Source: an optimization exercise on an open RTL-to-GDS flow (aim: small area, a short achievable clock period and few clock cycles per item). Production flows keep margins and buffers that such runs may drop. Function was checked by simulation only, so behaviour that the tests miss may differ from the original. No activity file was given, so power comes from the tool's default toggle rates.

===== design.v =====
package wtok_pkg;
  localparam int unsigned LENGTH_WIDTH_DEF = 16;
  localparam logic [31:0] FNV_BASIS = 32'h811C_9DC5;
  localparam logic [31:0] FNV_PRIME = 32'h0100_0193;
  localparam logic [7:0] CHR_NUL = 8'h00;
  localparam logic [7:0] CHR_TAB = 8'h09;
  localparam logic [7:0] CHR_LF  = 8'h0A;
  localparam logic [7:0] CHR_VT  = 8'h0B;
  localparam logic [7:0] CHR_FF  = 8'h0C;
  localparam logic [7:0] CHR_CR  = 8'h0D;
  localparam logic [7:0] CHR_SP  = 8'h20;
  localparam logic [15:0] EOS_LENGTH = 16'd4;
  localparam int unsigned QUEUE_DEPTH = 4;
  localparam int unsigned QUEUE_PTR_W = $clog2(QUEUE_DEPTH);
  localparam int unsigned QUEUE_CNT_W = $clog2(QUEUE_DEPTH + 1);
  typedef struct packed {
    logic [7:0] data_byte;
    logic       end_of_input;
  } byte_t;
  typedef struct packed {
    logic [31:0] word_hash;
    logic [15:0] word_length;
    logic        is_eos;
    logic        last;
  } token_t;
  localparam int unsigned TOKEN_W = 50;  
  localparam logic [31:0] EOS_HASH = 32'hD79C_9359;
endpackage
import wtok_pkg::*;
module wtok_room (
  input  logic [1:0] cls,
  input  logic       in_word,
  input  logic [1:0] e_pre,
  input  logic       w_own,
  input  logic       e_post,
  input  logic       take,
  output logic       ok
);
  logic       e_front;
  logic [1:0] e_pre1;
  logic       w_own1;
  logic       e_post1;
  always_comb begin
    e_front = (e_pre != 2'd0);
    e_pre1  = e_pre;
    w_own1  = w_own;
    e_post1 = e_post;
    if (take) begin
      if (e_front) begin
        e_pre1 = e_pre - 2'd1;
      end else if (w_own) begin
        w_own1  = 1'b0;
        e_pre1  = {1'b0, e_post};
        e_post1 = 1'b0;
      end
    end
    case (cls)
      2'd1:    ok = in_word || !w_own;
      2'd2:    ok = in_word || (w_own1 ? !e_post1 : (e_pre1 != 2'd2));
      2'd3:    ok = 1'b1;
      default: ok = 1'b0;
    endcase
  end
endmodule
module word_tokenizer_fnv1a_hasher_top #(
  parameter int unsigned LENGTH_WIDTH = wtok_pkg::LENGTH_WIDTH_DEF
) (
  input  logic   clk,
  input  logic   rst,
  input  logic   byte_valid,
  output logic   byte_ready,
  input  wtok_pkg::byte_t  byte_data,
  output logic   token_valid,
  input  logic   token_ready,
  output wtok_pkg::token_t token_data
);
  localparam logic [1:0] C_NONE = 2'd0;
  localparam logic [1:0] C_WORD = 2'd1;
  localparam logic [1:0] C_LF   = 2'd2;
  localparam logic [1:0] C_END  = 2'd3;
  logic [1:0]  ib_cls;
  logic        ib_b7;
  logic [6:0]  xlo_r;       
  logic                    in_word;
  logic [31:0]             hash_r;
  logic [LENGTH_WIDTH-1:0] len_r;
  logic                    last_r;
  logic [1:0]  e_pre;
  logic        w_own;
  logic        e_post;
  logic        rdy_nt;
  logic        rdy_t;
  logic        e_front;
  logic        word_end;
  logic        imm_w;
  logic        take;
  logic        w_now;       
  logic        w_give;      
  logic        ok;
  logic        hash_upd;
  logic        hash_clr;
  logic        byte_xfer;
  logic        in_space;
  logic [1:0]  in_cls;
  logic [6:0]  in_low;
  logic [31:0] mix_out;
  logic [31:0] mixed;
  logic [6:0]  hlo_n;
  logic [6:0]  xlo_n;
  logic [1:0]  ib_cls_n;
  logic        in_word_n;
  logic [1:0]  e_pre_n;
  logic        w_own_n;
  logic        e_post_n;
  logic        ok_nt_n;
  logic        ok_t_n;
  assign e_front     = (e_pre != 2'd0);
  assign word_end    = in_word && ib_cls[1];
  assign imm_w       = word_end && !e_front;
  assign token_valid = e_front || w_own || imm_w;
  assign take        = token_valid && token_ready;
  assign token_data.word_hash   = e_front ? EOS_HASH : hash_r;
  assign token_data.word_length = e_front ? EOS_LENGTH : 16'(len_r);
  assign token_data.is_eos      = e_front;
  assign token_data.last        = e_front || (w_own ? last_r : ib_cls[0]);
  assign byte_ready = rdy_nt || (token_ready && rdy_t);
  assign byte_xfer  = byte_valid && byte_ready;
  wtok_room u_room (
    .cls(ib_cls), .in_word(in_word), .e_pre(e_pre), .w_own(w_own),
    .e_post(e_post), .take(take), .ok(ok)
  );
  always_comb begin
    w_now    = imm_w && token_ready;
    w_give   = take && !e_front && w_own;
    hash_upd = (ib_cls == C_WORD) && ok;
    hash_clr = w_now || w_give;
    in_space = (byte_data.data_byte == CHR_SP)  || (byte_data.data_byte == CHR_LF) ||
               (byte_data.data_byte == CHR_CR)  || (byte_data.data_byte == CHR_TAB) ||
               (byte_data.data_byte == CHR_VT)  || (byte_data.data_byte == CHR_FF) ||
               (byte_data.data_byte == CHR_NUL);
    if (byte_data.end_of_input)                 in_cls = C_END;
    else if (byte_data.data_byte == CHR_LF)     in_cls = C_LF;
    else if (in_space)                          in_cls = C_END;
    else                                        in_cls = C_WORD;
    in_low = byte_data.data_byte[6:0] ^ {7{byte_data.data_byte[7]}};
    if (byte_xfer)   ib_cls_n = in_cls;
    else if (ok)     ib_cls_n = C_NONE;
    else             ib_cls_n = ib_cls;
    e_pre_n   = e_pre;
    w_own_n   = w_own;
    e_post_n  = e_post;
    in_word_n = in_word;
    if (take && !imm_w) begin
      if (e_front) begin
        e_pre_n = e_pre - 2'd1;
      end else begin
        w_own_n  = 1'b0;
        e_pre_n  = {1'b0, e_post};
        e_post_n = 1'b0;
      end
    end
    if (ok) begin
      case (ib_cls)
        C_WORD: in_word_n = 1'b1;
        C_LF: begin
          in_word_n = 1'b0;
          if (in_word) begin
            if (w_now) begin
              e_pre_n  = e_pre_n + 2'd1;
            end else begin
              w_own_n  = 1'b1;
              e_post_n = 1'b1;
            end
          end else if (w_own_n) begin
            e_post_n = 1'b1;
          end else begin
            e_pre_n  = e_pre_n + 2'd1;
          end
        end
        C_END: begin
          in_word_n = 1'b0;
          if (in_word && !w_now) w_own_n = 1'b1;
        end
        default: ;
      endcase
    end
    mixed = mix_out ^ {32{ib_b7}};
    if (!in_word_n)      hlo_n = FNV_BASIS[6:0];
    else if (hash_upd)   hlo_n = mixed[6:0];
    else                 hlo_n = hash_r[6:0];
    xlo_n = hlo_n ^ in_low;
  end
  fnv_mul u_mul (.x({hash_r[31:7], xlo_r}), .e(ib_b7), .y(mix_out));
  wtok_room u_room_nt (
    .cls(ib_cls_n), .in_word(in_word_n), .e_pre(e_pre_n), .w_own(w_own_n),
    .e_post(e_post_n), .take(1'b0), .ok(ok_nt_n)
  );
  wtok_room u_room_t (
    .cls(ib_cls_n), .in_word(in_word_n), .e_pre(e_pre_n), .w_own(w_own_n),
    .e_post(e_post_n), .take(1'b1), .ok(ok_t_n)
  );
  always_ff @(posedge clk) begin
    if (rst) begin
      ib_cls  <= C_NONE;
      in_word <= 1'b0;
      e_pre   <= 2'd0;
      w_own   <= 1'b0;
      e_post  <= 1'b0;
      rdy_nt  <= 1'b1;
      rdy_t   <= 1'b1;
    end else begin
      ib_cls  <= ib_cls_n;
      in_word <= in_word_n;
      e_pre   <= e_pre_n;
      w_own   <= w_own_n;
      e_post  <= e_post_n;
      rdy_nt  <= (ib_cls_n == C_NONE) || ok_nt_n;
      rdy_t   <= (ib_cls_n == C_NONE) || ok_t_n;
    end
  end
  always_ff @(posedge clk) begin
    if (byte_xfer) begin
      xlo_r <= xlo_n;
      ib_b7 <= byte_data.data_byte[7];
    end
  end
  always_ff @(posedge clk) begin
    if (rst || hash_clr) begin
      hash_r <= FNV_BASIS;
      len_r  <= '0;
    end else if (hash_upd) begin
      hash_r <= mixed;
      if (len_r != '1) begin
        len_r <= len_r + LENGTH_WIDTH'(1);
      end
    end
  end
  always_ff @(posedge clk) begin
    if (ok && word_end && !w_now) begin
      last_r <= (ib_cls == C_END);
    end
  end
endmodule
module fnv_mul (
  input  logic [31:0] x,
  input  logic        e,
  output logic [31:0] y
);
  logic fs0;
  logic fc0;
  logic fs1;
  logic fc1;
  logic fs2;
  logic fc2;
  logic fs3;
  logic fc3;
  logic fs4;
  logic fc4;
  logic fs5;
  logic fc5;
  logic fs6;
  logic fc6;
  logic fs7;
  logic fc7;
  logic fs8;
  logic fc8;
  logic fs9;
  logic fc9;
  logic fs10;
  logic fc10;
  logic fs11;
  logic fc11;
  logic fs12;
  logic fc12;
  logic fs13;
  logic fc13;
  logic fs14;
  logic fc14;
  logic fs15;
  logic fc15;
  logic fs16;
  logic fc16;
  logic fs17;
  logic fc17;
  logic fs18;
  logic fc18;
  logic fs19;
  logic fc19;
  logic fs20;
  logic fc20;
  logic fs21;
  logic fc21;
  logic fs22;
  logic fc22;
  logic fs23;
  logic fc23;
  logic fs24;
  logic fc24;
  logic fs25;
  logic fc25;
  logic fs26;
  logic fc26;
  logic fs27;
  logic fc27;
  logic fs28;
  logic fc28;
  logic fs29;
  logic fc29;
  logic fs30;
  logic fc30;
  logic fs31;
  logic fc31;
  logic fs32;
  logic fc32;
  logic fs33;
  logic fc33;
  logic fs34;
  logic fc34;
  logic fs35;
  logic fc35;
  logic fs36;
  logic fc36;
  logic fs37;
  logic fc37;
  logic fs38;
  logic fc38;
  logic fs39;
  logic fc39;
  logic fs40;
  logic fc40;
  logic fs41;
  logic fc41;
  logic fs42;
  logic fc42;
  logic fs43;
  logic fc43;
  logic fs44;
  logic fc44;
  logic fs45;
  logic fc45;
  logic fs46;
  logic fc46;
  logic fs47;
  logic fc47;
  logic fs48;
  logic fc48;
  logic fs49;
  logic fc49;
  logic fs50;
  logic fc50;
  logic fs51;
  logic fc51;
  logic fs52;
  logic fc52;
  logic fs53;
  logic fc53;
  logic fs54;
  logic fc54;
  logic fs55;
  logic fc55;
  logic fs56;
  logic fc56;
  logic fs57;
  logic fc57;
  logic fs58;
  logic fc58;
  logic fs59;
  logic fc59;
  logic fs60;
  logic fc60;
  logic fs61;
  logic fc61;
  logic fs62;
  logic fc62;
  logic fs63;
  logic fc63;
  logic fs64;
  logic fc64;
  logic fs65;
  logic fc65;
  logic fs66;
  logic fc66;
  logic fs67;
  logic fc67;
  logic fs68;
  logic fc68;
  logic fs69;
  logic fc69;
  logic fs70;
  logic fc70;
  logic fs71;
  logic fc71;
  logic fs72;
  logic fc72;
  logic fs73;
  logic fc73;
  logic fs74;
  logic fc74;
  logic fs75;
  logic fc75;
  logic fs76;
  logic fc76;
  logic fs77;
  logic fc77;
  logic fs78;
  logic fc78;
  logic fs79;
  logic fc79;
  logic fs80;
  logic fc80;
  logic fs81;
  logic fc81;
  logic fs82;
  logic fc82;
  logic fs83;
  logic fc83;
  logic fs84;
  logic fc84;
  logic [31:0] ra, rb;
  assign fs0 = x[4] ^ x[3] ^ x[0];
  assign fc0 = (x[4] & x[3]) | (x[4] & x[0]) | (x[3] & x[0]);
  assign fs1 = x[5] ^ x[4] ^ x[1];
  assign fc1 = (x[5] & x[4]) | (x[5] & x[1]) | (x[4] & x[1]);
  assign fs2 = x[6] ^ x[5] ^ x[2];
  assign fc2 = (x[6] & x[5]) | (x[6] & x[2]) | (x[5] & x[2]);
  assign fs3 = x[7] ^ x[6] ^ x[3];
  assign fc3 = (x[7] & x[6]) | (x[7] & x[3]) | (x[6] & x[3]);
  assign fs4 = x[0] ^ e ^ fc2;
  assign fc4 = (x[0] & e) | (x[0] & fc2) | (e & fc2);
  assign fs5 = x[8] ^ x[7] ^ x[4];
  assign fc5 = (x[8] & x[7]) | (x[8] & x[4]) | (x[7] & x[4]);
  assign fs6 = x[1] ^ x[0] ^ e;
  assign fc6 = (x[1] & x[0]) | (x[1] & e) | (x[0] & e);
  assign fs7 = fc3 ^ fs5 ^ fs6;
  assign fc7 = (fc3 & fs5) | (fc3 & fs6) | (fs5 & fs6);
  assign fs8 = x[9] ^ x[8] ^ x[5];
  assign fc8 = (x[9] & x[8]) | (x[9] & x[5]) | (x[8] & x[5]);
  assign fs9 = x[2] ^ x[1] ^ fc5;
  assign fc9 = (x[2] & x[1]) | (x[2] & fc5) | (x[1] & fc5);
  assign fs10 = fc6 ^ fs8 ^ fc7;
  assign fc10 = (fc6 & fs8) | (fc6 & fc7) | (fs8 & fc7);
  assign fs11 = x[10] ^ x[9] ^ x[6];
  assign fc11 = (x[10] & x[9]) | (x[10] & x[6]) | (x[9] & x[6]);
  assign fs12 = x[3] ^ x[2] ^ fc8;
  assign fc12 = (x[3] & x[2]) | (x[3] & fc8) | (x[2] & fc8);
  assign fs13 = fs11 ^ fc9 ^ fs12;
  assign fc13 = (fs11 & fc9) | (fs11 & fs12) | (fc9 & fs12);
  assign fs14 = x[11] ^ x[10] ^ x[7];
  assign fc14 = (x[11] & x[10]) | (x[11] & x[7]) | (x[10] & x[7]);
  assign fs15 = x[4] ^ x[3] ^ fc11;
  assign fc15 = (x[4] & x[3]) | (x[4] & fc11) | (x[3] & fc11);
  assign fs16 = fs14 ^ fc12 ^ fs15;
  assign fc16 = (fs14 & fc12) | (fs14 & fs15) | (fc12 & fs15);
  assign fs17 = x[12] ^ x[11] ^ x[8];
  assign fc17 = (x[12] & x[11]) | (x[12] & x[8]) | (x[11] & x[8]);
  assign fs18 = x[5] ^ x[4] ^ fc14;
  assign fc18 = (x[5] & x[4]) | (x[5] & fc14) | (x[4] & fc14);
  assign fs19 = fs17 ^ fc15 ^ fs18;
  assign fc19 = (fs17 & fc15) | (fs17 & fs18) | (fc15 & fs18);
  assign fs20 = x[13] ^ x[12] ^ x[9];
  assign fc20 = (x[13] & x[12]) | (x[13] & x[9]) | (x[12] & x[9]);
  assign fs21 = x[6] ^ x[5] ^ fc17;
  assign fc21 = (x[6] & x[5]) | (x[6] & fc17) | (x[5] & fc17);
  assign fs22 = fs20 ^ fc18 ^ fs21;
  assign fc22 = (fs20 & fc18) | (fs20 & fs21) | (fc18 & fs21);
  assign fs23 = x[14] ^ x[13] ^ x[10];
  assign fc23 = (x[14] & x[13]) | (x[14] & x[10]) | (x[13] & x[10]);
  assign fs24 = x[7] ^ x[6] ^ fc20;
  assign fc24 = (x[7] & x[6]) | (x[7] & fc20) | (x[6] & fc20);
  assign fs25 = fs23 ^ fc21 ^ fs24;
  assign fc25 = (fs23 & fc21) | (fs23 & fs24) | (fc21 & fs24);
  assign fs26 = x[15] ^ x[14] ^ x[11];
  assign fc26 = (x[15] & x[14]) | (x[15] & x[11]) | (x[14] & x[11]);
  assign fs27 = x[8] ^ x[7] ^ fc23;
  assign fc27 = (x[8] & x[7]) | (x[8] & fc23) | (x[7] & fc23);
  assign fs28 = fs26 ^ fc24 ^ fs27;
  assign fc28 = (fs26 & fc24) | (fs26 & fs27) | (fc24 & fs27);
  assign fs29 = x[16] ^ x[15] ^ x[12];
  assign fc29 = (x[16] & x[15]) | (x[16] & x[12]) | (x[15] & x[12]);
  assign fs30 = x[9] ^ x[8] ^ fc26;
  assign fc30 = (x[9] & x[8]) | (x[9] & fc26) | (x[8] & fc26);
  assign fs31 = fs29 ^ fc27 ^ fs30;
  assign fc31 = (fs29 & fc27) | (fs29 & fs30) | (fc27 & fs30);
  assign fs32 = x[17] ^ x[16] ^ x[13];
  assign fc32 = (x[17] & x[16]) | (x[17] & x[13]) | (x[16] & x[13]);
  assign fs33 = x[10] ^ x[9] ^ fc29;
  assign fc33 = (x[10] & x[9]) | (x[10] & fc29) | (x[9] & fc29);
  assign fs34 = fs32 ^ fc30 ^ fs33;
  assign fc34 = (fs32 & fc30) | (fs32 & fs33) | (fc30 & fs33);
  assign fs35 = x[18] ^ x[17] ^ x[14];
  assign fc35 = (x[18] & x[17]) | (x[18] & x[14]) | (x[17] & x[14]);
  assign fs36 = x[11] ^ x[10] ^ fc32;
  assign fc36 = (x[11] & x[10]) | (x[11] & fc32) | (x[10] & fc32);
  assign fs37 = fs35 ^ fc33 ^ fs36;
  assign fc37 = (fs35 & fc33) | (fs35 & fs36) | (fc33 & fs36);
  assign fs38 = x[19] ^ x[18] ^ x[15];
  assign fc38 = (x[19] & x[18]) | (x[19] & x[15]) | (x[18] & x[15]);
  assign fs39 = x[12] ^ x[11] ^ fc35;
  assign fc39 = (x[12] & x[11]) | (x[12] & fc35) | (x[11] & fc35);
  assign fs40 = fs38 ^ fc36 ^ fs39;
  assign fc40 = (fs38 & fc36) | (fs38 & fs39) | (fc36 & fs39);
  assign fs41 = x[20] ^ x[19] ^ x[16];
  assign fc41 = (x[20] & x[19]) | (x[20] & x[16]) | (x[19] & x[16]);
  assign fs42 = x[13] ^ x[12] ^ fc38;
  assign fc42 = (x[13] & x[12]) | (x[13] & fc38) | (x[12] & fc38);
  assign fs43 = fs41 ^ fc39 ^ fs42;
  assign fc43 = (fs41 & fc39) | (fs41 & fs42) | (fc39 & fs42);
  assign fs44 = x[21] ^ x[20] ^ x[17];
  assign fc44 = (x[21] & x[20]) | (x[21] & x[17]) | (x[20] & x[17]);
  assign fs45 = x[14] ^ x[13] ^ fc41;
  assign fc45 = (x[14] & x[13]) | (x[14] & fc41) | (x[13] & fc41);
  assign fs46 = fs44 ^ fc42 ^ fs45;
  assign fc46 = (fs44 & fc42) | (fs44 & fs45) | (fc42 & fs45);
  assign fs47 = x[22] ^ x[21] ^ x[18];
  assign fc47 = (x[22] & x[21]) | (x[22] & x[18]) | (x[21] & x[18]);
  assign fs48 = x[15] ^ x[14] ^ fc44;
  assign fc48 = (x[15] & x[14]) | (x[15] & fc44) | (x[14] & fc44);
  assign fs49 = fs47 ^ fc45 ^ fs48;
  assign fc49 = (fs47 & fc45) | (fs47 & fs48) | (fc45 & fs48);
  assign fs50 = x[23] ^ x[22] ^ x[19];
  assign fc50 = (x[23] & x[22]) | (x[23] & x[19]) | (x[22] & x[19]);
  assign fs51 = x[16] ^ x[15] ^ fc47;
  assign fc51 = (x[16] & x[15]) | (x[16] & fc47) | (x[15] & fc47);
  assign fs52 = fs50 ^ fc48 ^ fs51;
  assign fc52 = (fs50 & fc48) | (fs50 & fs51) | (fc48 & fs51);
  assign fs53 = x[24] ^ x[23] ^ x[20];
  assign fc53 = (x[24] & x[23]) | (x[24] & x[20]) | (x[23] & x[20]);
  assign fs54 = x[17] ^ x[16] ^ x[0];
  assign fc54 = (x[17] & x[16]) | (x[17] & x[0]) | (x[16] & x[0]);
  assign fs55 = e ^ fc50 ^ fs53;
  assign fc55 = (e & fc50) | (e & fs53) | (fc50 & fs53);
  assign fs56 = fs54 ^ fc51 ^ fs55;
  assign fc56 = (fs54 & fc51) | (fs54 & fs55) | (fc51 & fs55);
  assign fs57 = x[25] ^ x[24] ^ x[21];
  assign fc57 = (x[25] & x[24]) | (x[25] & x[21]) | (x[24] & x[21]);
  assign fs58 = x[18] ^ x[17] ^ x[1];
  assign fc58 = (x[18] & x[17]) | (x[18] & x[1]) | (x[17] & x[1]);
  assign fs59 = fc53 ^ fc54 ^ fs57;
  assign fc59 = (fc53 & fc54) | (fc53 & fs57) | (fc54 & fs57);
  assign fs60 = fs58 ^ fc55 ^ fs59;
  assign fc60 = (fs58 & fc55) | (fs58 & fs59) | (fc55 & fs59);
  assign fs61 = x[26] ^ x[25] ^ x[22];
  assign fc61 = (x[26] & x[25]) | (x[26] & x[22]) | (x[25] & x[22]);
  assign fs62 = x[19] ^ x[18] ^ x[2];
  assign fc62 = (x[19] & x[18]) | (x[19] & x[2]) | (x[18] & x[2]);
  assign fs63 = fc57 ^ fc58 ^ fs61;
  assign fc63 = (fc57 & fc58) | (fc57 & fs61) | (fc58 & fs61);
  assign fs64 = fs62 ^ fc59 ^ fs63;
  assign fc64 = (fs62 & fc59) | (fs62 & fs63) | (fc59 & fs63);
  assign fs65 = x[27] ^ x[26] ^ x[23];
  assign fc65 = (x[27] & x[26]) | (x[27] & x[23]) | (x[26] & x[23]);
  assign fs66 = x[20] ^ x[19] ^ x[3];
  assign fc66 = (x[20] & x[19]) | (x[20] & x[3]) | (x[19] & x[3]);
  assign fs67 = fc61 ^ fc62 ^ fs65;
  assign fc67 = (fc61 & fc62) | (fc61 & fs65) | (fc62 & fs65);
  assign fs68 = fs66 ^ fc63 ^ fs67;
  assign fc68 = (fs66 & fc63) | (fs66 & fs67) | (fc63 & fs67);
  assign fs69 = x[28] ^ x[27] ^ x[24];
  assign fc69 = (x[28] & x[27]) | (x[28] & x[24]) | (x[27] & x[24]);
  assign fs70 = x[21] ^ x[20] ^ x[4];
  assign fc70 = (x[21] & x[20]) | (x[21] & x[4]) | (x[20] & x[4]);
  assign fs71 = fc65 ^ fc66 ^ fs69;
  assign fc71 = (fc65 & fc66) | (fc65 & fs69) | (fc66 & fs69);
  assign fs72 = fs70 ^ fc67 ^ fs71;
  assign fc72 = (fs70 & fc67) | (fs70 & fs71) | (fc67 & fs71);
  assign fs73 = x[29] ^ x[28] ^ x[25];
  assign fc73 = (x[29] & x[28]) | (x[29] & x[25]) | (x[28] & x[25]);
  assign fs74 = x[22] ^ x[21] ^ x[5];
  assign fc74 = (x[22] & x[21]) | (x[22] & x[5]) | (x[21] & x[5]);
  assign fs75 = fc69 ^ fc70 ^ fs73;
  assign fc75 = (fc69 & fc70) | (fc69 & fs73) | (fc70 & fs73);
  assign fs76 = fs74 ^ fc71 ^ fs75;
  assign fc76 = (fs74 & fc71) | (fs74 & fs75) | (fc71 & fs75);
  assign fs77 = x[30] ^ x[29] ^ x[26];
  assign fc77 = (x[30] & x[29]) | (x[30] & x[26]) | (x[29] & x[26]);
  assign fs78 = x[23] ^ x[22] ^ x[6];
  assign fc78 = (x[23] & x[22]) | (x[23] & x[6]) | (x[22] & x[6]);
  assign fs79 = fc73 ^ fc74 ^ fs77;
  assign fc79 = (fc73 & fc74) | (fc73 & fs77) | (fc74 & fs77);
  assign fs80 = fs78 ^ fc75 ^ fs79;
  assign fc80 = (fs78 & fc75) | (fs78 & fs79) | (fc75 & fs79);
  assign fs81 = x[31] ^ x[30] ^ x[27];
  assign fc81 = (x[31] & x[30]) | (x[31] & x[27]) | (x[30] & x[27]);
  assign fs82 = x[24] ^ x[23] ^ x[7];
  assign fc82 = (x[24] & x[23]) | (x[24] & x[7]) | (x[23] & x[7]);
  assign fs83 = fc77 ^ fc78 ^ fs81;
  assign fc83 = (fc77 & fc78) | (fc77 & fs81) | (fc78 & fs81);
  assign fs84 = fs82 ^ fc79 ^ fs83;
  assign fc84 = (fs82 & fc79) | (fs82 & fs83) | (fc79 & fs83);
  assign ra[0] = x[0];
  assign rb[0] = e;
  assign ra[1] = x[1];
  assign rb[1] = x[0];
  assign ra[2] = x[2];
  assign rb[2] = x[1];
  assign ra[3] = x[3];
  assign rb[3] = x[2];
  assign ra[4] = e;
  assign rb[4] = fs0;
  assign ra[5] = fc0;
  assign rb[5] = fs1;
  assign ra[6] = fc1;
  assign rb[6] = fs2;
  assign ra[7] = fs3;
  assign rb[7] = fs4;
  assign ra[8] = fc4;
  assign rb[8] = fs7;
  assign ra[9] = fs9;
  assign rb[9] = fs10;
  assign ra[10] = fc10;
  assign rb[10] = fs13;
  assign ra[11] = fc13;
  assign rb[11] = fs16;
  assign ra[12] = fc16;
  assign rb[12] = fs19;
  assign ra[13] = fc19;
  assign rb[13] = fs22;
  assign ra[14] = fc22;
  assign rb[14] = fs25;
  assign ra[15] = fc25;
  assign rb[15] = fs28;
  assign ra[16] = fc28;
  assign rb[16] = fs31;
  assign ra[17] = fc31;
  assign rb[17] = fs34;
  assign ra[18] = fc34;
  assign rb[18] = fs37;
  assign ra[19] = fc37;
  assign rb[19] = fs40;
  assign ra[20] = fc40;
  assign rb[20] = fs43;
  assign ra[21] = fc43;
  assign rb[21] = fs46;
  assign ra[22] = fc46;
  assign rb[22] = fs49;
  assign ra[23] = fc49;
  assign rb[23] = fs52;
  assign ra[24] = fc52;
  assign rb[24] = fs56;
  assign ra[25] = fc56;
  assign rb[25] = fs60;
  assign ra[26] = fc60;
  assign rb[26] = fs64;
  assign ra[27] = fc64;
  assign rb[27] = fs68;
  assign ra[28] = fc68;
  assign rb[28] = fs72;
  assign ra[29] = fc72;
  assign rb[29] = fs76;
  assign ra[30] = fc76;
  assign rb[30] = fs80;
  assign ra[31] = fc80;
  assign rb[31] = fs84;
  logic [31:0] g0, p0;
  assign g0 = ra & rb;
  assign p0 = ra ^ rb;
  logic gc0;
  assign gc0 = g0[0] | (p0[0] & e);
  logic gn1, pn1;
  assign gn1 = g0[1] | (p0[1] & gc0);
  assign pn1 = p0[1] & p0[0];
  logic gn2, pn2;
  assign gn2 = g0[3] | (p0[3] & g0[2]);
  assign pn2 = p0[3] & p0[2];
  logic gn3, pn3;
  assign gn3 = g0[5] | (p0[5] & g0[4]);
  assign pn3 = p0[5] & p0[4];
  logic gn4, pn4;
  assign gn4 = g0[7] | (p0[7] & g0[6]);
  assign pn4 = p0[7] & p0[6];
  logic gn5, pn5;
  assign gn5 = g0[9] | (p0[9] & g0[8]);
  assign pn5 = p0[9] & p0[8];
  logic gn6, pn6;
  assign gn6 = g0[11] | (p0[11] & g0[10]);
  assign pn6 = p0[11] & p0[10];
  logic gn7, pn7;
  assign gn7 = g0[13] | (p0[13] & g0[12]);
  assign pn7 = p0[13] & p0[12];
  logic gn8, pn8;
  assign gn8 = g0[15] | (p0[15] & g0[14]);
  assign pn8 = p0[15] & p0[14];
  logic gn9, pn9;
  assign gn9 = g0[17] | (p0[17] & g0[16]);
  assign pn9 = p0[17] & p0[16];
  logic gn10, pn10;
  assign gn10 = g0[19] | (p0[19] & g0[18]);
  assign pn10 = p0[19] & p0[18];
  logic gn11, pn11;
  assign gn11 = g0[21] | (p0[21] & g0[20]);
  assign pn11 = p0[21] & p0[20];
  logic gn12, pn12;
  assign gn12 = g0[23] | (p0[23] & g0[22]);
  assign pn12 = p0[23] & p0[22];
  logic gn13, pn13;
  assign gn13 = g0[25] | (p0[25] & g0[24]);
  assign pn13 = p0[25] & p0[24];
  logic gn14, pn14;
  assign gn14 = g0[27] | (p0[27] & g0[26]);
  assign pn14 = p0[27] & p0[26];
  logic gn15, pn15;
  assign gn15 = g0[29] | (p0[29] & g0[28]);
  assign pn15 = p0[29] & p0[28];
  logic gn16, pn16;
  assign gn16 = g0[31] | (p0[31] & g0[30]);
  assign pn16 = p0[31] & p0[30];
  logic gn17, pn17;
  assign gn17 = g0[2] | (p0[2] & gn1);
  assign pn17 = p0[2] & pn1;
  logic gn18, pn18;
  assign gn18 = gn2 | (pn2 & gn1);
  assign pn18 = pn2 & pn1;
  logic gn19, pn19;
  assign gn19 = g0[6] | (p0[6] & gn3);
  assign pn19 = p0[6] & pn3;
  logic gn20, pn20;
  assign gn20 = gn4 | (pn4 & gn3);
  assign pn20 = pn4 & pn3;
  logic gn21, pn21;
  assign gn21 = g0[10] | (p0[10] & gn5);
  assign pn21 = p0[10] & pn5;
  logic gn22, pn22;
  assign gn22 = gn6 | (pn6 & gn5);
  assign pn22 = pn6 & pn5;
  logic gn23, pn23;
  assign gn23 = g0[14] | (p0[14] & gn7);
  assign pn23 = p0[14] & pn7;
  logic gn24, pn24;
  assign gn24 = gn8 | (pn8 & gn7);
  assign pn24 = pn8 & pn7;
  logic gn25, pn25;
  assign gn25 = g0[18] | (p0[18] & gn9);
  assign pn25 = p0[18] & pn9;
  logic gn26, pn26;
  assign gn26 = gn10 | (pn10 & gn9);
  assign pn26 = pn10 & pn9;
  logic gn27, pn27;
  assign gn27 = g0[22] | (p0[22] & gn11);
  assign pn27 = p0[22] & pn11;
  logic gn28, pn28;
  assign gn28 = gn12 | (pn12 & gn11);
  assign pn28 = pn12 & pn11;
  logic gn29, pn29;
  assign gn29 = g0[26] | (p0[26] & gn13);
  assign pn29 = p0[26] & pn13;
  logic gn30, pn30;
  assign gn30 = gn14 | (pn14 & gn13);
  assign pn30 = pn14 & pn13;
  logic gn31, pn31;
  assign gn31 = g0[30] | (p0[30] & gn15);
  assign pn31 = p0[30] & pn15;
  logic gn32, pn32;
  assign gn32 = gn16 | (pn16 & gn15);
  assign pn32 = pn16 & pn15;
  logic gn33, pn33;
  assign gn33 = g0[4] | (p0[4] & gn18);
  assign pn33 = p0[4] & pn18;
  logic gn34, pn34;
  assign gn34 = gn3 | (pn3 & gn18);
  assign pn34 = pn3 & pn18;
  logic gn35, pn35;
  assign gn35 = gn19 | (pn19 & gn18);
  assign pn35 = pn19 & pn18;
  logic gn36, pn36;
  assign gn36 = gn20 | (pn20 & gn18);
  assign pn36 = pn20 & pn18;
  logic gn37, pn37;
  assign gn37 = g0[12] | (p0[12] & gn22);
  assign pn37 = p0[12] & pn22;
  logic gn38, pn38;
  assign gn38 = gn7 | (pn7 & gn22);
  assign pn38 = pn7 & pn22;
  logic gn39, pn39;
  assign gn39 = gn23 | (pn23 & gn22);
  assign pn39 = pn23 & pn22;
  logic gn40, pn40;
  assign gn40 = gn24 | (pn24 & gn22);
  assign pn40 = pn24 & pn22;
  logic gn41, pn41;
  assign gn41 = g0[20] | (p0[20] & gn26);
  assign pn41 = p0[20] & pn26;
  logic gn42, pn42;
  assign gn42 = gn11 | (pn11 & gn26);
  assign pn42 = pn11 & pn26;
  logic gn43, pn43;
  assign gn43 = gn27 | (pn27 & gn26);
  assign pn43 = pn27 & pn26;
  logic gn44, pn44;
  assign gn44 = gn28 | (pn28 & gn26);
  assign pn44 = pn28 & pn26;
  logic gn45, pn45;
  assign gn45 = g0[28] | (p0[28] & gn30);
  assign pn45 = p0[28] & pn30;
  logic gn46, pn46;
  assign gn46 = gn15 | (pn15 & gn30);
  assign pn46 = pn15 & pn30;
  logic gn47, pn47;
  assign gn47 = gn31 | (pn31 & gn30);
  assign pn47 = pn31 & pn30;
  logic gn48, pn48;
  assign gn48 = gn32 | (pn32 & gn30);
  assign pn48 = pn32 & pn30;
  logic gn49, pn49;
  assign gn49 = g0[8] | (p0[8] & gn36);
  assign pn49 = p0[8] & pn36;
  logic gn50, pn50;
  assign gn50 = gn5 | (pn5 & gn36);
  assign pn50 = pn5 & pn36;
  logic gn51, pn51;
  assign gn51 = gn21 | (pn21 & gn36);
  assign pn51 = pn21 & pn36;
  logic gn52, pn52;
  assign gn52 = gn22 | (pn22 & gn36);
  assign pn52 = pn22 & pn36;
  logic gn53, pn53;
  assign gn53 = gn37 | (pn37 & gn36);
  assign pn53 = pn37 & pn36;
  logic gn54, pn54;
  assign gn54 = gn38 | (pn38 & gn36);
  assign pn54 = pn38 & pn36;
  logic gn55, pn55;
  assign gn55 = gn39 | (pn39 & gn36);
  assign pn55 = pn39 & pn36;
  logic gn56, pn56;
  assign gn56 = gn40 | (pn40 & gn36);
  assign pn56 = pn40 & pn36;
  logic gn57, pn57;
  assign gn57 = g0[24] | (p0[24] & gn44);
  assign pn57 = p0[24] & pn44;
  logic gn58, pn58;
  assign gn58 = gn13 | (pn13 & gn44);
  assign pn58 = pn13 & pn44;
  logic gn59, pn59;
  assign gn59 = gn29 | (pn29 & gn44);
  assign pn59 = pn29 & pn44;
  logic gn60, pn60;
  assign gn60 = gn30 | (pn30 & gn44);
  assign pn60 = pn30 & pn44;
  logic gn61, pn61;
  assign gn61 = gn45 | (pn45 & gn44);
  assign pn61 = pn45 & pn44;
  logic gn62, pn62;
  assign gn62 = gn46 | (pn46 & gn44);
  assign pn62 = pn46 & pn44;
  logic gn63, pn63;
  assign gn63 = gn47 | (pn47 & gn44);
  assign pn63 = pn47 & pn44;
  logic gn64, pn64;
  assign gn64 = gn48 | (pn48 & gn44);
  assign pn64 = pn48 & pn44;
  logic gn65, pn65;
  assign gn65 = g0[16] | (p0[16] & gn56);
  assign pn65 = p0[16] & pn56;
  logic gn66, pn66;
  assign gn66 = gn9 | (pn9 & gn56);
  assign pn66 = pn9 & pn56;
  logic gn67, pn67;
  assign gn67 = gn25 | (pn25 & gn56);
  assign pn67 = pn25 & pn56;
  logic gn68, pn68;
  assign gn68 = gn26 | (pn26 & gn56);
  assign pn68 = pn26 & pn56;
  logic gn69, pn69;
  assign gn69 = gn41 | (pn41 & gn56);
  assign pn69 = pn41 & pn56;
  logic gn70, pn70;
  assign gn70 = gn42 | (pn42 & gn56);
  assign pn70 = pn42 & pn56;
  logic gn71, pn71;
  assign gn71 = gn43 | (pn43 & gn56);
  assign pn71 = pn43 & pn56;
  logic gn72, pn72;
  assign gn72 = gn44 | (pn44 & gn56);
  assign pn72 = pn44 & pn56;
  logic gn73, pn73;
  assign gn73 = gn57 | (pn57 & gn56);
  assign pn73 = pn57 & pn56;
  logic gn74, pn74;
  assign gn74 = gn58 | (pn58 & gn56);
  assign pn74 = pn58 & pn56;
  logic gn75, pn75;
  assign gn75 = gn59 | (pn59 & gn56);
  assign pn75 = pn59 & pn56;
  logic gn76, pn76;
  assign gn76 = gn60 | (pn60 & gn56);
  assign pn76 = pn60 & pn56;
  logic gn77, pn77;
  assign gn77 = gn61 | (pn61 & gn56);
  assign pn77 = pn61 & pn56;
  logic gn78, pn78;
  assign gn78 = gn62 | (pn62 & gn56);
  assign pn78 = pn62 & pn56;
  logic gn79, pn79;
  assign gn79 = gn63 | (pn63 & gn56);
  assign pn79 = pn63 & pn56;
  logic gn80, pn80;
  assign gn80 = gn64 | (pn64 & gn56);
  assign pn80 = pn64 & pn56;
  assign y[0] = p0[0] ^ e;
  assign y[1] = p0[1] ^ gc0;
  assign y[2] = p0[2] ^ gn1;
  assign y[3] = p0[3] ^ gn17;
  assign y[4] = p0[4] ^ gn18;
  assign y[5] = p0[5] ^ gn33;
  assign y[6] = p0[6] ^ gn34;
  assign y[7] = p0[7] ^ gn35;
  assign y[8] = p0[8] ^ gn36;
  assign y[9] = p0[9] ^ gn49;
  assign y[10] = p0[10] ^ gn50;
  assign y[11] = p0[11] ^ gn51;
  assign y[12] = p0[12] ^ gn52;
  assign y[13] = p0[13] ^ gn53;
  assign y[14] = p0[14] ^ gn54;
  assign y[15] = p0[15] ^ gn55;
  assign y[16] = p0[16] ^ gn56;
  assign y[17] = p0[17] ^ gn65;
  assign y[18] = p0[18] ^ gn66;
  assign y[19] = p0[19] ^ gn67;
  assign y[20] = p0[20] ^ gn68;
  assign y[21] = p0[21] ^ gn69;
  assign y[22] = p0[22] ^ gn70;
  assign y[23] = p0[23] ^ gn71;
  assign y[24] = p0[24] ^ gn72;
  assign y[25] = p0[25] ^ gn73;
  assign y[26] = p0[26] ^ gn74;
  assign y[27] = p0[27] ^ gn75;
  assign y[28] = p0[28] ^ gn76;
  assign y[29] = p0[29] ^ gn77;
  assign y[30] = p0[30] ^ gn78;
  assign y[31] = p0[31] ^ gn79;
endmodule

===== flow/run.sh =====
#!/bin/bash
# Layout flow: the standard flow, with two changes between its steps.
#  1. After the standard synthesis, flow/fapol.py re-chooses the polarity of
#     each full adder cell (a full adder is self-dual) to drop the inverters
#     that Yosys's adder extraction leaves between them. Registers and all
#     other cells are untouched.
#  2. Ports are buffered with sky130_fd_sc_hd__buf_2 instead of the
#     flow's default buffer cell (every port still gets its own buffer).
# Each tool's output goes to a log file of its own in this folder.
set -euo pipefail
R=orfs/results/sky130hd/word_tokenizer_fnv1a_hasher_top/base
bash standard.sh synth > 1_standard_synth.log 2>&1
cp $R/1_2_yosys.v 1_2_yosys.standard.v
python3 flow/fapol.py 1_2_yosys.standard.v $R/1_2_yosys.v > 2_fapol.log 2>&1
touch $R/1_2_yosys.v
bash standard.sh BUFFER_PORTS_ARGS="-buffer_cell sky130_fd_sc_hd__buf_2" finish > 3_standard_finish.log 2>&1

===== flow/fapol.py =====
#!/usr/bin/env python3
"""Choose the polarity of each full adder cell in a Yosys netlist so that as
few inverters as possible remain.

A full adder is self-dual: complementing its three inputs complements its sum
and carry. Yosys's adder extraction leaves many inverters between full
adders; this picks, for every fa cell, whether to build it on complemented
inputs (giving complemented outputs), then rebuilds the inverters: at most
one per signal, from the signal's net. Only inverters are removed or added
and only fa inputs are rewired; registers and all other cells are unchanged.

usage: fapol.py IN.v OUT.v
"""
import re, sys, random

src = open(sys.argv[1]).read()
m = re.search(r'^module\s+(\S+)\((.*?)\);\n', src, re.M | re.S)
head_end = m.end()
end_mod = src.rindex('endmodule')
body = src[head_end:end_mod]

decl_re = re.compile(r'^\s*(input|output|inout|wire)\s+(\[\d+:\d+\]\s+)?(\S+)\s*;\s*$', re.M)
inst_re = re.compile(r'^\s*(sky130_fd_sc_hd__\w+)\s+(\S+)\s*\((.*?)\);\s*$', re.M | re.S)
pin_re = re.compile(r'\.(\w+)\(\s*(.*?)\s*\)\s*(?:,|$)', re.S)

decls = []
ports = set()
for d in decl_re.finditer(body):
    decls.append(d.group(0))
    if d.group(1) in ('output',):
        rng = d.group(2)
        name = d.group(3)
        if rng:
            hi, lo = map(int, re.findall(r'\d+', rng))
            for i in range(min(hi, lo), max(hi, lo) + 1):
                ports.add(f'{name}[{i}]')
        else:
            ports.add(name)

OUTPINS = {'X', 'Y', 'Q', 'Q_N', 'SUM', 'COUT', 'HI', 'LO'}
cells = []
for c in inst_re.finditer(body):
    typ, name, pins = c.group(1), c.group(2), c.group(3)
    conn = {}
    for p in pin_re.finditer(pins):
        conn[p.group(1)] = p.group(2).strip()
    cells.append({'type': typ, 'name': name, 'conn': conn})

def is_inv(c):
    return re.match(r'sky130_fd_sc_hd__(clk)?inv_\d+$', c['type']) is not None

def norm(n):
    return n.strip()

driver = {}
for c in cells:
    for p, n in c['conn'].items():
        if p in OUTPINS:
            driver[norm(n)] = (c, p)

# inverters that drive a port stay as they are (treated as ordinary cells)
invs = [c for c in cells if is_inv(c) and norm(c['conn']['Y']) not in ports]
inv_set = set(id(c) for c in invs)

def resolve(n):
    n = norm(n); p = 0
    while n in driver and id(driver[n][0]) in inv_set:
        n = norm(driver[n][0]['conn']['A']); p ^= 1
    return n, p

fas = [c for c in cells if c['type'].startswith('sky130_fd_sc_hd__fa_')]
fa_idx = {id(c): i for i, c in enumerate(fas)}
sig_fa = {}                      # signal net -> fa index that drives it
for i, c in enumerate(fas):
    sig_fa[norm(c['conn']['SUM'])] = i
    sig_fa[norm(c['conn']['COUT'])] = i

# consumers: (cell, pin, signal, polarity)
cons = []
for c in cells:
    if id(c) in inv_set:
        continue
    for p, n in c['conn'].items():
        if p in OUTPINS:
            continue
        s, pol = resolve(n)
        cons.append((c, p, s, pol))
# signals that reach a port other than through kept cells: freeze their fa
frozen = set()
for n in ports:
    s, pol = resolve(n)
    if s in sig_fa and (s != norm(n)):
        frozen.add(sig_fa[s])

by_sig = {}
for k, (c, p, s, pol) in enumerate(cons):
    by_sig.setdefault(s, []).append(k)
fa_sigs = [set() for _ in fas]
for k, (c, p, s, pol) in enumerate(cons):
    if id(c) in fa_idx:
        fa_sigs[fa_idx[id(c)]].add(s)
    if s in sig_fa:
        fa_sigs[sig_fa[s]].add(s)

flip = [0] * len(fas)

def sig_cost(s):
    phi = flip[sig_fa[s]] if s in sig_fa else 0
    for k in by_sig.get(s, []):
        c, p, _, pol = cons[k]
        eff = pol ^ (flip[fa_idx[id(c)]] if id(c) in fa_idx else 0)
        if eff != phi:
            return 1
    return 0

def total():
    return sum(sig_cost(s) for s in by_sig)

before = total()
best = before
random.seed(1)
order = list(range(len(fas)))
for rnd in range(50):
    improved = False
    random.shuffle(order)
    for i in order:
        if i in frozen:
            continue
        old = sum(sig_cost(s) for s in fa_sigs[i])
        flip[i] ^= 1
        new = sum(sig_cost(s) for s in fa_sigs[i])
        if new < old or (new == old and random.random() < 0.1):
            improved = improved or new < old
        else:
            flip[i] ^= 1
    cur = total()
    if cur < best:
        best = cur
    if not improved and rnd > 10:
        break
after = total()

def esc(n):
    n = norm(n)
    return n + ' ' if n.startswith('\\') else n

# rebuild: drop resolved inverters, one new inverter per signal that needs it
inv_of = {}
new_wires, new_cells = [], []
kept_inv_type = {}
for c in invs:
    s, _ = resolve(c['conn']['Y'])
    kept_inv_type.setdefault(s, c['type'])
cnt = 0
def inv_net(s):
    global cnt
    if s not in inv_of:
        cnt += 1
        w = f'_fapol_{cnt}_'
        inv_of[s] = w
        new_wires.append(f'  wire {w};')
        t = kept_inv_type.get(s, 'sky130_fd_sc_hd__inv_1')
        new_cells.append(f'  {t} _fapol_inv_{cnt}_ (\n    .A({esc(s)}),\n    .Y({w})\n  );')
    return inv_of[s]

for k, (c, p, s, pol) in enumerate(cons):
    phi = flip[sig_fa[s]] if s in sig_fa else 0
    eff = pol ^ (flip[fa_idx[id(c)]] if id(c) in fa_idx else 0)
    c['conn'][p] = s if eff == phi else inv_net(s)

dead = set(norm(c['conn']['Y']) for c in invs)
out = [src[:head_end]]
for d in decls:
    mm = decl_re.match(d)
    if mm.group(1) == 'wire' and not mm.group(2) and norm(mm.group(3)) in dead:
        continue
    out.append(d + '\n')
out += [w + '\n' for w in new_wires]
for c in cells:
    if id(c) in inv_set:
        continue
    pins = ',\n'.join(f'    .{p}({esc(n)})' for p, n in c['conn'].items())
    out.append(f"  {c['type']} {c['name']} (\n{pins}\n  );\n")
out += [x + '\n' for x in new_cells]
out.append(src[end_mod:])
open(sys.argv[2], 'w').write(''.join(out))
print(f'fapol: {len(fas)} full adders, {sum(flip)} flipped, {len(frozen)} frozen; '
      f'inverters {len(invs)} -> {len(inv_of)} (signal cost {before} -> {after})')

===== standard.sh =====
#!/bin/bash
# synth_recipe.tcl (not shown) runs the flow's synth.tcl, then flattens the netlist and writes it again
# the make line also repeats each setting of config.mk as NAME=value (left out here)
make -C /OpenROAD-flow-scripts/flow DESIGN_CONFIG=/design/flow/config.mk WORK_HOME=/design/flow/orfs CLKGATE_MAP_FILE= SYNTH_SCRIPT=/design/flow/synth_recipe.tcl "${@:-finish}"

===== config.mk =====
export PLATFORM = sky130hd
export DESIGN_NAME = word_tokenizer_fnv1a_hasher_top
export DESIGN_NICKNAME = word_tokenizer_fnv1a_hasher_top
export VERILOG_FILES = /design/flow/design.v
export SDC_FILE = /design/flow/constraint.sdc
export NUM_CORES = 4
export LEC_CHECK = 0
export CAP_MARGIN = 20
export CORE_MARGIN = 2
export CORE_UTILIZATION = 40
export SETUP_SLACK_MARGIN = 3.0
export SLEW_MARGIN = 20

===== constraint.sdc =====
create_clock -name core_clock -period 6.5 [get_ports {clk}]
set_input_delay 1.3000 -clock core_clock [delete_from_list [all_inputs] [get_ports {clk}]]
set_output_delay 1.3000 -clock core_clock [all_outputs]
set_load 0.01 [all_outputs]

==> results of run 1 <==
[final timing paths]
| check | from | to | slack, ns | cells after the start |
|---|---|---|---|---|
| max | hash_r[9]$_SDFFE_PP0P_ | hash_r[16]$_SDFFE_PP0P_ | 2.66 | 14 |
| min | hash_r[6]$_SDFFE_PP1P_ | hash_r[6]$_SDFFE_PP1P_ | 0.50 | 2 |
| max reg2reg | hash_r[9]$_SDFFE_PP0P_ | hash_r[16]$_SDFFE_PP0P_ | 2.66 | 14 |
| min reg2reg | hash_r[6]$_SDFFE_PP1P_ | hash_r[6]$_SDFFE_PP1P_ | 0.50 | 2 |
[worst max-delay path, delay by kind of cell (launching register included)]
family | cells | cell delay (ns)
DFF | 1 | 0.40
and+or+nand+nor | 3 | 0.18
xor gates and xnor gates | 1 | 0.18
adders and majority gates | 5 | 2.23
buffers and inverters | 1 | 0.09
AOI/OAI and AO/OA | 4 | 0.61
[metal layers]
metal	GRT usage [%]	vias up	routed length [µm]
met2	34.38	137	8532
met3	2.845	25	976
met5	0	-	0
met1	26.54	2583	7719
met4	6.824	0	350
li1	-	2481	-
[power breakdown]
part,total (W),switching (W),leakage [nW],internal (W)
combinational,0.00156,0.000782,2.67,0.000779
sequential,0.000457,0.0000291,0.551,0.000428
clock,0.000495,0.000199,0.140,0.000296
total,0.00251,0.00101,3.36,0.00150
[registers in the layout, indices dropped and copies added (netlist names), 2 cells and up]
signal  count
e_pre       2
hash_r     32
ib_cls      2
len_r      16
xlo_r       7
[layout by cell type (no fill, tap or decap), drive strengths merged, types with 3 or more instances in the layout]
| cell | n |
|---|---|
| buf | 103 |
| fa | 86 |
| nor2 | 79 |
| xnor2 | 61 |
| dfxtp | 57 |
| inv | 49 |
| nand2 | 47 |
| a21oi | 40 |
| ha | 38 |
| xor2 | 29 |
| and2 | 21 |
| o21ai | 15 |
| a211oi | 13 |
| a21o | 12 |
| clkbuf | 12 |
| o211ai | 11 |
| nand4 | 11 |
| nand3 | 10 |
| or3 | 9 |
| edfxtp | 9 |
| nor3 | 8 |
| nand2b | 6 |
| a31oi | 5 |
| or2 | 5 |
| nor2b | 4 |
| o21bai | 4 |
| nand3b | 3 |
| mux2i | 3 |
[what timing repair did]
action	CTS	global route
cloned	0	2
pin swaps	19	28
endpoints found under the setup margin	20	21
resized for setup	42	23
buffers inserted	29	6
[stage by stage]
stage / power, W / util [%] / std cells / hold WS (ns)
floorplan: 0.001444 / - / 688 / 0.4336
CTS: 0.002355 / 49.29 / 991 / 0.4942
detailed placement: 0.001671 / 45.15 / 946 / 0.4807
finish: 0.002512 / 50.60 / 999 / 0.5012
global placement: 0.001650 / 45.15 / 946 / 0.4677
global route: 0.002682 / 50.60 / 999 / 0.5237
[cell type report]
| cell class | instances | share of cell area [%] |
|---|---|---|
| multi-input combinational | 549 | 64.58 |
| sequential | 66 | 18.04 |
| timing repair buffer | 104 | 8.251 |
| tap | 216 | 3.350 |
| clock buffer | 11 | 2.885 |
| inverter | 48 | 2.233 |
| clock inverter | 5 | 0.6669 |
==> impl_results.md, run 1 <==
- Critical path required time: 6.71 ns
- Status: finished clean
- Slew Limit Fails: 0
- Period utilisation layout: 59.06%
- TritonCTS clock tree: built
- First-pass GRT wire length: 28010 µm
- Critical Path Start Type: flip-flop
- VDD IR max: 0.0001496 V
- HP Class: reg -> reg
- Clk Latency, worst-skew pair: 0.36 ns
- Final number of setup-violating endpoints: 0
- Setup crit end kind: flip-flop
- Worst-Margin Slew: 0.8689 ns
- Clock root buffer: clkbuf_16
- Post-DRT Antenna Nets: 0
- Antenna violations before repair: 0
- RSZ-0062 raised after global routing: yes
- CP max stage delay: 0.55 ns
- Total grt overflow: 0
- Area grow syn2layout: 23.22%
- Nets: 915
- TritonCTS buffer count: 9
- Final Hold Fails: 0
- # port buffers: 64
- Post-Route WL: 17580 µm
- Routed length per placed instance: 17.60 µm
- Diode count: 0
- # H-tree levels: 3
- Setup slack after layout: 2.661 ns
- Worst-path cell chain: fa_1 -> fa_2 -> fa_1 -> ha_4 -> nand2_1 -> o21ai_2 -> a41oi_2 -> a21oi_2 -> fa_1 -> inv_1 -> xor2_1 -> nor2_1 -> a21oi_1 -> nor2_1
- DRT Pass-1 Iters: 4
- PD cells: 311.3 mW/mm²
- Area of the multi-input gates: 0.005210 mm²
- Placer Congestion: 0.8872
- Post-DP HPWL: 12090 µm
- Synth Instances: 688
- Highest Clock Rate: 0.2605 GHz
- Post-CTS Hold Fix Bufs: 0
- Max Buffers Root-to-Sink: 2
- Area post-placement: 0.007198 mm²
- Vias/cell: 5.231
- Row count: 46
- Die area: 0.01741 mm²
- Clk sink count: 66
- Vias: 5226
- Die H: 131.9 µm
- Final non-filler cell area: 0.008068 mm²
- I/O pin cnt: 65
- Worst-path clk slew: 0.07 ns
- Iteration-0 DRC Markers: 320
- Pre-CTS setup slack: 2.421 ns
- CP max-delay cell: fa_2
- Avg Inst Size Synth: 9.517 µm²
- Layout cells sized above 1: 26.05%
- Initial Util: 41.07%
- Cell Area, Synth: 0.006548 mm²
- Clk_skew: 0.01415 ns
- Filler Cell Count: 1440
- Synth warn: 2
- Worst Path Arrival: 4.05 ns
- Leak Pwr: 3.358 nW
- Pin count of the biggest net entering global routing: 51
- Vias in the first global route: 5470
- Register area: 0.001455 mm²
- Global-route usage over all layers: 20.23%
- Cell mode on critical path: fa_1
- Setup TNS: 0 ns
- Post-route minimum period: 3.839 ns
- Max_slew headroom: 41.96%
- Core area: 0.01594 mm²
- Critical path type: reg -> reg
- Die X: 131.9 µm
- Syn Nets: 825
- Max-capacitance violation count: 0
- Crit path max fanout: 6
- DRC violations left: 0
Testbench counts, summed over its fixed seeds: cycles 24,016, bytes 24,000.
==> inputs of run 2 (changes only) <==
--- a/config.mk
+++ b/config.mk
@@ -8,5 +8,5 @@
 export CAP_MARGIN = 20
 export CORE_MARGIN = 2
 export CORE_UTILIZATION = 40
-export SETUP_SLACK_MARGIN = 3.0
+export SETUP_SLACK_MARGIN = 2.5
 export SLEW_MARGIN = 20
==> impl_results.md, run 2 <==
- Status: finished clean
- Post-CTS Hold Fix Bufs: 0
- Routed length per placed instance: 16.83 µm
- Period utilisation layout: 59.73%
- Setup TNS: 0 ns
- Final Util: 48.37%
- Most frequent cells in the layout: 78 x fa_1, 77 x nor2_1, 64 x buf_2
- # H-tree levels: 3
- Post-Route WL: 16470 µm
- Reg2Reg Depth: 14
- Flop2flop setup slack: 2.62 ns
- Nets: 895
- Post-route minimum period: 3.882 ns
- Row count: 46
- Filler Cell Count: 1486
- Post-DRT Antenna Nets: 0
- Initial Util: 41.07%
- Crit Reg-Reg Endpoint: hash_r[16]$_SDFFE_PP0P_
- Worst-path clk slew: 0.06 ns
- DRC violations left: 0
- Pin count of the biggest net entering global routing: 51
- Clk_skew: 0.01031 ns
- Largest registers: hash_r: 32 flops, len_r: 16 flops, xlo_r: 7 flops
- R2r startpoint: xlo_r[6]$_DFFE_PP_
- Critical Path Start Type: flip-flop
- Max_slew headroom: 46.06%
- Die X: 131.9 µm
- Slew Limit Fails: 0
- Max Buffers Root-to-Sink: 2
- PD cells: 294.2 mW/mm²
- Max reg flops: 32
- HP Class: reg -> reg
- Leak Pwr: 3.197 nW
- Synth Instances: 688
- Largest register by flop count: hash_r
- Syn Nets: 825
- Die H: 131.9 µm
- Critical path required time: 6.71 ns
- Worst-Margin Slew: 0.8092 ns
- HP Start: hash_r[6]$_SDFFE_PP1P_
- Setup crit end kind: flip-flop
- Clock root buffer: clkbuf_16
- Max-capacitance violation count: 0
- Vias in the first global route: 5334
- Die area: 0.01741 mm²
- Clk sink count: 66
- Crit path max fanout: 4
- First-pass GRT wire length: 27100 µm
- I/O pin cnt: 65
- Hold path depth: 2
- Total grt overflow: 0
- Critical path type: reg -> reg
- TritonCTS clock tree: built
- Avg Inst Size Synth: 9.517 µm²
- Cell Area, Synth: 0.006548 mm²
- DRT Pass-1 Iters: 4
- TritonCTS buffer count: 9
- Antenna violations before repair: 0
- Final number of setup-violating endpoints: 0
- VDD IR max: 0.0001381 V
- Area grow syn2layout: 17.77%
- Worst Path Arrival: 4.09 ns
- Diode count: 0
- Synth warn: 2
- Post-DP HPWL: 12240 µm
- Layout cells sized above 1: 20.58%
- Global-route usage over all layers: 19.58%
- Highest Clock Rate: 0.2576 GHz
- Clk Latency, worst-skew pair: 0.35 ns
- Most common cell after layout, fill and taps aside: fa_1
- Hold endpoint: hash_r[6]$_SDFFE_PP1P_
- Iteration-0 DRC Markers: 291
- # port buffers: 64
- Placer Congestion: 0.9100
- Vias: 5065
- Final Hold Fails: 0
- RSZ-0062 raised after global routing: yes
- Vias/cell: 5.174
- Core area: 0.01594 mm²
==> run 2: power by group <==
part | switching (W) | internal, W
Combinational | 0.000679 | 0.000633
Sequential | 0.0000297 | 0.000428
Clock | 0.000203 | 0.000296
Total | 0.000912 | 0.00136
==> run 2: area by class of cell <==
cell class	instances	area, µm²	area share, %
repair buffers	85	478.0	6.198
multi-input cells	548	5040	65.36
flip-flops and latches	66	1449	18.79
well taps	216	270.3	3.505
inverters	48	180.2	2.337
clock buffers	9	225.2	2.921
clock inverters	7	68.82	0.8924
==> run 2: critical path, stage by stage (launching register included) <==
cell and delay, ns:
edfxtp_1 0.48, fa_2 0.39, fa_1 0.55, fa_1 0.48, ha_4 0.33, nand4_1 0.10, a21oi_2 0.15, o21ai_2 0.11
a21oi_4 0.23, fa_1 0.46, inv_1 0.08, xor2_1 0.15, nor2_1 0.05, a21oi_1 0.13, nor2_1 0.05
==> run 2: worst max-delay path by stage <==
| stage | startpoint | endpoint | slack, ns | cells past startpoint |
|---|---|---|---|---|
| floorplan | hash_r[12]$_SDFFE_PP1P_ | hash_r[31]$_SDFFE_PP1P_ | 2.60 | 13 |
| global placement | hash_r[7]$_SDFFE_PP1P_ | hash_r[16]$_SDFFE_PP0P_ | 2.25 | 14 |
| detailed placement | hash_r[7]$_SDFFE_PP1P_ | hash_r[16]$_SDFFE_PP0P_ | 2.19 | 14 |
| CTS | xlo_r[6]$_DFFE_PP_ | hash_r[16]$_SDFFE_PP0P_ | 2.46 | 14 |
| global route | xlo_r[6]$_DFFE_PP_ | hash_r[16]$_SDFFE_PP0P_ | 2.44 | 14 |
| finish | xlo_r[6]$_DFFE_PP_ | hash_r[16]$_SDFFE_PP0P_ | 2.62 | 14 |
==> run 2: what timing repair did <==
item	4_1_cts	5_1_grt
pin swaps	1	9
buffers inserted	8	9
gates cloned	0	0
resized for setup	16	39
endpoints found under the setup margin	12	12
==> run 2: metrics by stage <==
step           instance area, µm²  setup WS, ns  cells  power, W  hold WS, ns
3_5_place_dp                 7067         2.190    946  0.001609       0.4726
4_1_cts                      7465         2.458    970  0.002157       0.4874
5_1_grt                      7711         2.437    979  0.002442       0.5069
6_report                     7711         2.618    979  0.002268       0.4878
2_1_floorplan                6548         2.601    688  0.001379       0.4336
3_3_place_gp                 7067         2.255    946  0.001590       0.4595
==> run 2: metal layers <==
metal | vias up | share of wire [%] | track usage [%]
met5 | - | 0 | 0
met1 | 2503 | 46 | 25.58
li1 | 2431 | - | -
met4 | 0 | 2.5 | 7.367
met2 | 103 | 49 | 32.84
met3 | 28 | 3.0 | 2.999
==> inputs of run 3 (changes only) <==
--- a/flow/run.sh
+++ b/flow/run.sh
@@ -13,4 +13,4 @@
 cp $R/1_2_yosys.v 1_2_yosys.standard.v
 python3 flow/fapol.py 1_2_yosys.standard.v $R/1_2_yosys.v > 2_fapol.log 2>&1
 touch $R/1_2_yosys.v
-bash standard.sh BUFFER_PORTS_ARGS="-buffer_cell sky130_fd_sc_hd__buf_2" finish > 3_standard_finish.log 2>&1
+bash standard.sh BUFFER_PORTS_ARGS="-buffer_cell sky130_fd_sc_hd__buf_1" finish > 3_standard_finish.log 2>&1
==> impl_results.md, run 3 <==
- Setup crit end kind: flip-flop
- Sequential share of power: 20.3%
- Vias/cell: 5.261
- Setup slack after layout: 2.599 ns
- Max_slew headroom: 43.43%
- Placer Congestion: 0.9256
- Setup TNS: 0 ns
- Highest Clock Rate: 0.2563 GHz
- Crit path max fanout: 7
- TritonCTS clock tree: built
- Tot Pwr: 0.002255 W
- Critical path required time: 6.69 ns
- Leak Pwr: 2.983 nW
- First-pass GRT wire length: 27260 µm
- Layout cells sized above 1: 11.15%
- HP Start: hash_r[6]$_SDFFE_PP1P_
- Clock root buffer: clkbuf_16
- Switching share of power: 41.24%
- Int Pwr: 0.001325 W
- Post-CTS Hold Fix Bufs: 0
- Iteration-0 DRC Markers: 256
- Crit Reg-Reg Endpoint: hash_r[23]$_SDFFE_PP0P_
- Worst Path Arrival: 4.09 ns
- Die H: 131.9 µm
- Avg Inst Size Synth: 9.517 µm²
- Antenna violations before repair: 0
- Core area: 0.01594 mm²
- Final Hold Fails: 0
- Max Buffers Root-to-Sink: 2
- VDD IR max: 0.0001492 V
- R2r startpoint: hash_r[10]$_SDFFE_PP1P_
- TritonCTS buffer count: 9
- Max reg flops: 32
- Pin count of the biggest net entering global routing: 51
- PD cells: 297.3 mW/mm²
- Clk Latency, worst-skew pair: 0.35 ns
- Period utilisation layout: 60.02%
- Total grt overflow: 0
- Vias in the first global route: 5348
- Post-Route WL: 16600 µm
- Reg2Reg Depth: 13
- Syn Nets: 825
- Critical path type: reg -> reg
- Slew Limit Fails: 0
- Clk_skew: 0.009663 ns
- DRT Pass-1 Iters: 4
- Net Sw Power: 0.0009300 W
- Status: finished clean
- Clock Power Share: 20.2%
- HP Class: reg -> reg
- Worst-path clk slew: 0.06 ns
- Flop2flop setup slack: 2.60 ns
- # port buffers: 64
- Initial Util: 41.07%
- RSZ-0062 raised after global routing: no
- Clk sink count: 66
- Max-capacitance violation count: 0
- Die X: 131.9 µm
- Final Util: 47.57%
- Post-DP HPWL: 12110 µm
- Synth warn: 2
- Largest register by flop count: hash_r
- Largest registers: hash_r: 32 flops, len_r: 16 flops, xlo_r: 7 flops
- Setup crit end: hash_r[23]$_SDFFE_PP0P_
- Logic pwr share: 59.5%
- Post-route minimum period: 3.901 ns
- Nets: 894
- Vias: 5145
- Critical Path Start Type: flip-flop
- Die area: 0.01741 mm²
- Diode count: 0
- # H-tree levels: 3
- Synth Instances: 688
- Most frequent cells in the layout: 80 x fa_1, 77 x nor2_1, 64 x buf_1
- Row count: 46
- DRC violations left: 0
- I/O pin cnt: 65
- Final number of setup-violating endpoints: 0
- Routed length per placed instance: 16.97 µm
- Worst-Margin Slew: 0.8485 ns
- Most common cell after layout, fill and taps aside: fa_1
- Cell Area, Synth: 0.006548 mm²
- Critical Path Start: hash_r[10]$_SDFFE_PP1P_
- Global-route usage over all layers: 19.66%
- Pre-CTS setup slack: 2.173 ns
- Post-DRT Antenna Nets: 0
- Area grow syn2layout: 15.84%
## run 3: critical path, cell delays in order (launching register included)
cell,delay [ns]
dfxtp_2,0.39
fa_1,0.45
fa_1,0.51
fa_1,0.45
ha_4,0.26
a21oi_1,0.17
o21ai_1,0.14
a41oi_2,0.28
a211oi_1,0.12
or2_1,0.29
a21o_1,0.22
a21oi_2,0.19
mux2i_1,0.21
nor3_1,0.07
## run 3: per-stage QoR
stage / std cells / instance area, µm² / hold WS, ns
after floorplan: 688 / 6548 / 0.4336
after global placement: 946 / 6987 / 0.4578
after detailed placement: 946 / 6987 / 0.4768
after CTS: 971 / 7371 / 0.4898
after global routing: 978 / 7585 / 0.5137
final: 978 / 7585 / 0.4917
## run 3: how the worst min path moves through the flow
stage / endpoint / cells after the start / slack [ns]
after CTS: hash_r[6]$_SDFFE_PP1P_ / 2 / 0.49
after global routing: hash_r[6]$_SDFFE_PP1P_ / 2 / 0.51
final: hash_r[6]$_SDFFE_PP1P_ / 2 / 0.49
after detailed placement: hash_r[6]$_SDFFE_PP1P_ / 2 / 0.48
after global placement: hash_r[6]$_SDFFE_PP1P_ / 2 / 0.46
after floorplan: hash_r[2]$_SDFFE_PP1P_ / 2 / 0.43
## run 3: power groups by stage
stage / Clock (W) / Sequential (W) / Combinational, W
3_5_place_dp: 0 / 0.000476 / 0.00113
5_1_grt: 0.000483 / 0.000462 / 0.00148
4_1_cts: 0.000468 / 0.000460 / 0.00121
6_report: 0.000456 / 0.000458 / 0.00134
2_1_floorplan: 0 / 0.000464 / 0.000916
3_3_place_gp: 0 / 0.000475 / 0.00111
## run 3: metal layers
layer	global-route usage [%]	wire, µm
met5	0	0
met4	6.039	333
met3	4.075	744
met2	33.22	8352
met1	25.34	7170
## run 3: what timing repair did
action	in CTS	in global routing
resized for setup	16	34
endpoints found under the setup margin	12	12
pin swaps	1	20
hold endpoints to repair	0	0
buffers inserted	9	7
## run 3: area by class of cell
class / count / area [µm²]
inverters: 48 / 180.2
flip-flops and latches: 66 / 1443
repair buffers: 84 / 397.9
well taps: 216 / 270.3
clock inverters: 5 / 31.28
clock buffers: 11 / 232.7
fillers: 1527 / 8358
multi-input cells: 548 / 5030

[what the ideal ports hide]
No port has a modelled driver above. Below, the same layouts with a new extraction and two added sets of constraints. Step 1, drivers: a clkbuf_16 drives clk and a buf_2 each remaining input, both assumed. Step 2 times the ports against the registers' clock, not the clock port: input delays grow and output delays shrink by t, the midpoint of the rising clock arrivals with the driver on. Three values: ideal ports, drivers, drivers and shift; two values: the first two.
run | t (ns) | setup WS [ns] | worst data-port slew with drivers (ns)
run 1 | 0.395 | 2.661 / 2.661 / 2.661 | 0.03
run 2 | 0.386 | 2.618 / 2.618 / 2.618 | 0.03
run 3 | 0.385 | 2.599 / 2.599 / 2.599 | 0.03
After both steps every run listed still meets setup and hold.
